What follows belongs to an exercise in optimizing a design on an open flow for small area; a production flow would make more cautious choices. The RTL was checked by simulation tests, not by an equivalence proof against the original design. The flow treats the clock pin as an ideal source. Dropping or thinning the clock tree relies on that and would not hold on a real chip. Power figures rest on the tool's default switching activity, not on a simulated workload.

==> build 92: inputs <==
// platform_top
module platform_top (
    input  logic        clk_25MHz,
    input  logic        rst,
    input  logic        step,
    input  logic [2:0]  ctrl_p0,
    input  logic [2:0]  ctrl_p1,
    output logic [22:0] state_p0,
    output logic [22:0] state_p1,
    output logic [2:0]  frame_p0,
    output logic [2:0]  frame_p1,
    output logic [2:0]  gate_open,
    output logic        spike_on
);
export LEC_CHECK = 0
export ABC_AREA = 1
export CAP_MARGIN = 20
export CORE_MARGIN = 2
export CORE_UTILIZATION = 40
export SLEW_MARGIN = 20
create_clock -name core_clock -period 11.0 [get_ports {clk_25MHz}]
standard.sh (not shown) runs the stock make flow with config.mk's settings and CLKGATE_MAP_FILE= SYNTH_SCRIPT=/design/flow/synth_recipe.tcl, a recipe that flattens the netlist after the stock synthesis.
==> flow/flow/run.sh <==
#!/bin/bash
# The standard layout (standard.sh), with three changes:
#  - synthesis maps the logic with each ABC script in flow/abc/ in turn and
#    keeps the smallest result (flow/best_abc.tcl, in place of ORFS's single
#    ABC run); the flip-flops are mapped before ABC runs, so they are the
#    standard synthesis's;
#  - ports are buffered with sky130_fd_sc_hd__buf_1;
#  - the clock tree is a clkbuf_4 driving 6 clkbuf_8 (flow/pre_cts.tcl).
# Every tool's full output goes to the ORFS logs under orfs/logs; make's own
# output goes to standard.log.
set -euo pipefail
rm -rf scripts
cp -r "$FLOW_HOME/scripts" scripts
sed -i 's|^  log_cmd abc {\*}\$abc_args$|  source $::env(BEST_ABC_TCL)\n  best_abc $abc_args|' scripts/synth.tcl
grep -q '^  best_abc \$abc_args$' scripts/synth.tcl
export BEST_ABC_TCL="$PWD/flow/best_abc.tcl"
export BEST_ABC_DIR="$PWD/flow/abc"
bash standard.sh SCRIPTS_DIR="$PWD/scripts" \
    "BUFFER_PORTS_ARGS=-buffer_cell sky130_fd_sc_hd__buf_1" \
    PRE_CTS_TCL="$PWD/flow/pre_cts.tcl" \
    finish > standard.log 2>&1
==> flow/flow/abc/abc_1.script <==
strash
dc2
dch
amap
mfs2
strash
dc2
dch
amap
mfs2
strash
dc2
dch
amap
mfs2
strash
dch
amap
==> flow/flow/abc/abc_10.script <==
strash
dc2
dch
amap
mfs2
strash
dc2
dch
amap
mfs2
strash
dc2
dch
amap
mfs2
strash
dc2
dch
amap
mfs2
strash
dc2
dch
amap
mfs2
strash
dc2
dch
amap
mfs2
strash
dc2
dch
amap
mfs2
strash
dc2
dch
amap
mfs2
strash
dc2
dch
amap
mfs2
strash
dc2
dch
amap
mfs2
strash
dc2
dch
amap
mfs2
strash
dc2
dch
amap
mfs2
strash
dc2
dch
amap
mfs2
strash
dc2
dch
amap
mfs2
strash
dc2
dch
amap
mfs2
strash
dch
amap
==> flow/flow/abc/abc_11.script <==
strash
dc2
dch -f
amap
mfs2
strash
dc2
dch
amap
mfs2
strash
dc2
dch
amap
mfs2
strash
dc2
dch
amap
mfs2
strash
dc2
dch
amap
mfs2
strash
dc2
dch
amap
mfs2
strash
dc2
dch
amap
mfs2
strash
dc2
dch
amap
mfs2
strash
dc2
dch
amap
mfs2
strash
dc2
dch
amap
mfs2
strash
dc2
dch
amap
mfs2
strash
dch
amap
==> flow/flow/abc/abc_12.script <==
strash
dc2
dch
amap
mfs2
strash
dc2
dch
amap
mfs2
strash
dc2
dch
amap
mfs2
strash
dc2
dch
amap
mfs2
strash
dc2
dch
amap
mfs2
strash
dc2
dch
amap
mfs2
strash
dc2
dch
amap
mfs2
strash
dc2
dch
amap
mfs2
strash
dc2
dch
amap
mfs2
strash
dc2
dch
amap
mfs2
strash
dc2
dch
amap
mfs2
strash
dc2
dch
amap
mfs2
strash
dc2
dch
amap
mfs2
strash
dc2
dch
amap
mfs2
strash
dc2
dch
amap
mfs2
strash
dc2
dch
amap
mfs2
strash
dc2
dch
amap
mfs2
strash
dc2
dch
amap
mfs2
strash
dc2
dch
amap
mfs2
strash
dc2
dch
amap
mfs2
strash
dc2
dch
amap
mfs2
strash
dc2
dch
amap
mfs2
strash
dc2
dch
amap
mfs2
strash
dc2
dch
amap
mfs2
strash
dc2
dch
amap
mfs2
strash
dch
amap
==> flow/flow/abc/abc_13.script <==
strash
dc2
dch
amap
mfs2
strash
dc2
dch
amap
mfs2
strash
dc2
dch
amap
mfs2
strash
dc2
dch
amap
mfs2
strash
dc2
dch
amap
mfs2
strash
dc2
dch
amap
mfs2
strash
dc2
dch
amap
mfs2
strash
dc2
dch
amap
mfs2
strash
dc2
dch
amap
mfs2
strash
dc2
dch
amap
mfs2
strash
dc2
dch
amap
mfs2
strash
dc2
dch
amap
mfs2
strash
dc2
dch
amap
mfs2
strash
dc2
dch
amap
mfs2
strash
dc2
dch
amap
mfs2
strash
dc2
dch
amap
mfs2
strash
dc2
dch
amap
mfs2
strash
dc2
dch
amap
mfs2
strash
dc2
dch
amap
mfs2
strash
dc2
dch
amap
mfs2
strash
dc2
dch
amap
mfs2
strash
dc2
dch
amap
mfs2
strash
dc2
dch
amap
mfs2
strash
dc2
dch
amap
mfs2
strash
dc2
dch
amap
mfs2
strash
dc2
dch
amap
mfs2
strash
dc2
dch
amap
mfs2
strash
dc2
dch
amap
mfs2
strash
dc2
dch
amap
mfs2
strash
dc2
dch
amap
mfs2
strash
dc2
dch
amap
mfs2
strash
dc2
dch
amap
mfs2
strash
dc2
dch
amap
mfs2
strash
dc2
dch
amap
mfs2
strash
dc2
dch
amap
mfs2
strash
dc2
dch
amap
mfs2
strash
dc2
dch
amap
mfs2
strash
dc2
dch
amap
mfs2
strash
dc2
dch
amap
mfs2
strash
dc2
dch
amap
mfs2
strash
dch
amap
==> flow/flow/abc/abc_2.script <==
strash
dc2
dch
map -a
mfs2
strash
dc2
dch
amap
mfs2
strash
dc2
dch
map -a
mfs2
strash
dch
amap
==> flow/flow/abc/abc_3.script <==
strash
dc2
dch
amap
mfs2
strash
dc2
dch
amap
mfs2
strash
dc2
dch
amap
mfs2
strash
dc2
dch
amap
mfs2
strash
dc2
dch
amap
mfs2
strash
dc2
dch
amap
mfs2
strash
dch
amap
==> flow/flow/abc/abc_5.script <==
strash
balance
rewrite
refactor
balance
rewrite
rewrite -z
balance
refactor -z
rewrite -z
balance
strash
dch
amap
mfs2
strash
dch
amap
mfs2
strash
dch
amap
mfs2
strash
dch
amap
==> flow/flow/abc/abc_6.script <==
strash
dc2
dch
amap
mfs2
strash
dc2
dch
amap
mfs2
strash
dc2
dch
amap
mfs2
strash
dc2
dch
amap
mfs2
strash
dc2
dch
amap
mfs2
strash
dc2
dch
amap
mfs2
strash
dc2
dch
amap
mfs2
strash
dc2
dch
amap
mfs2
strash
dc2
dch
amap
mfs2
strash
dch
amap
==> flow/flow/abc/abc_7.script <==
strash
dc2
dch -f
amap
mfs2
strash
dc2
dch
amap
mfs2
strash
dc2
dch
amap
mfs2
strash
dc2
dch
amap
mfs2
strash
dch
amap
==> flow/flow/abc/abc_8.script <==
&get -n
&st
&synch2
&nf -a
&put
mfs2
strash
dc2
dch
amap
mfs2
strash
dc2
dch
amap
mfs2
strash
dch
amap
==> flow/flow/abc/abc_9.script <==
strash
dc2
dc2
dch
amap
mfs2
strash
dc2
dc2
dch
amap
mfs2
strash
dc2
dc2
dch
amap
mfs2
strash
dch
amap
==> flow/flow/best_abc.tcl <==
# Runs Yosys's abc pass once per ABC script in $::env(BEST_ABC_DIR)
# (abc_*.script) from the same starting netlist, and keeps the mapped netlist
# with the smallest cell area. Only combinational logic changes: the
# flip-flops are mapped before this runs.
proc best_abc {abc_args} {
  set lib [lindex $::env(LIB_FILES) 0]
  set i [expr {[lsearch -exact $abc_args -script] + 1}]
  design -save best_abc_start
  set best_area 1e30
  foreach s [lsort [glob $::env(BEST_ABC_DIR)/abc_*.script]] {
    design -load best_abc_start
    abc {*}[lreplace $abc_args $i $i $s]
    set f $::env(OBJECTS_DIR)/best_abc_area.txt
    tee -q -o $f stat -liberty $lib
    set fh [open $f r]; set txt [read $fh]; close $fh
    regexp {Chip area for module '[^']*': ([0-9.]+)} $txt -> area
    puts "best_abc: $s area $area"
    if {$area < $best_area} {
      set best_area $area
      set best_script $s
      design -save best_abc_result
    }
  }
  design -load best_abc_result
  puts "best_abc: kept $best_script area $best_area"
}
Other scripts of this flow, unchanged in this note and not shown: flow/flow/manual_cts.tcl, flow/flow/pre_cts.tcl
==> trial 96: changes against build 92 <==
==> flow/flow/run.sh (replaced) <==
#!/bin/bash
# The standard layout (standard.sh), with three changes:
#  - synthesis maps with an area-recovering ABC script (flow/abc_area.script)
#    in place of ORFS's; registers are mapped before ABC runs, so they are
#    the standard synthesis's;
#  - ports are buffered with sky130_fd_sc_hd__buf_1;
#  - the clock tree is one level of 6 clkbuf_8 (flow/pre_cts.tcl).
# Every tool's full output goes to the ORFS logs under orfs/logs; make's own
# output goes to standard.log.
set -euo pipefail
rm -rf scripts
cp -r "$FLOW_HOME/scripts" scripts
cp flow/abc_area.script scripts/abc_area.script
bash standard.sh SCRIPTS_DIR="$PWD/scripts" \
    "BUFFER_PORTS_ARGS=-buffer_cell sky130_fd_sc_hd__buf_1" \
    PRE_CTS_TCL="$PWD/flow/pre_cts.tcl" \
    finish > standard.log 2>&1
==> flow/flow/abc_area.script (new file) <==
strash
dc2
dch
amap
mfs2
strash
dc2
dch
amap
mfs2
strash
dc2
dch
amap
mfs2
strash
dch
amap
removed: flow/flow/abc/abc_1.script
removed: flow/flow/abc/abc_10.script
removed: flow/flow/abc/abc_11.script
removed: flow/flow/abc/abc_12.script
removed: flow/flow/abc/abc_13.script
removed: flow/flow/abc/abc_2.script
removed: flow/flow/abc/abc_3.script
removed: flow/flow/abc/abc_5.script
removed: flow/flow/abc/abc_6.script
removed: flow/flow/abc/abc_7.script
removed: flow/flow/abc/abc_8.script
removed: flow/flow/abc/abc_9.script
removed: flow/flow/best_abc.tcl
==> results.txt <==
Clk latency of the worst-skew pair -> 0.45 ns
Inserted Diodes -> 0
Normalized max-slew margin -> 0.401
Hold_ws -> 0.370 ns
Clock network power -> 0.157 mW
Nets -> 689
Status -> finished clean
Synth Instances -> 614
FF-to-FF setup slack -> 5.90 ns
(the above is from build 92)
==> results.txt <==
Status -> finished clean
Normalized max-slew margin -> 0.353
Clock network power -> 0.155 mW
FF-to-FF setup slack -> 5.83 ns
Inserted Diodes -> 1
(the above is from trial 96)
In every run of this note, the design's own scripts or RTL, not TritonCTS, make the clock network.

afterwards: timing with drivers on the ports:
The results above use ideal ports. As a check the final layouts listed here were re-extracted and re-timed, cells and wires unchanged. Step 1 assumes that a clkbuf_16 drives the clock port and a buf_2 every other input. Step 2, shift: input delay + t, output delay - t, t = (earliest + latest rising clock arrival at the registers) / 2. This alone moves slack from input paths to output paths. Three values: ideal, step 1, step 2; two values: the first two.
| run | t (ns) | slack for setup (ns) | hold WS [ns] | worst setup path after step 2 | worst data-port slew with drivers (ns) |
|---|---|---|---|---|---|
| build 92 | 0.471 | 5.578 / 5.550 / 5.895 | 0.370 / 0.370 / 0.370 | register to register | 0.03 |
| trial 96 | 0.481 | 5.435 / 5.401 / 5.828 | 0.372 / 0.372 / 0.372 | register to register | 0.05 |
After both steps setup and hold are still met in every run listed.
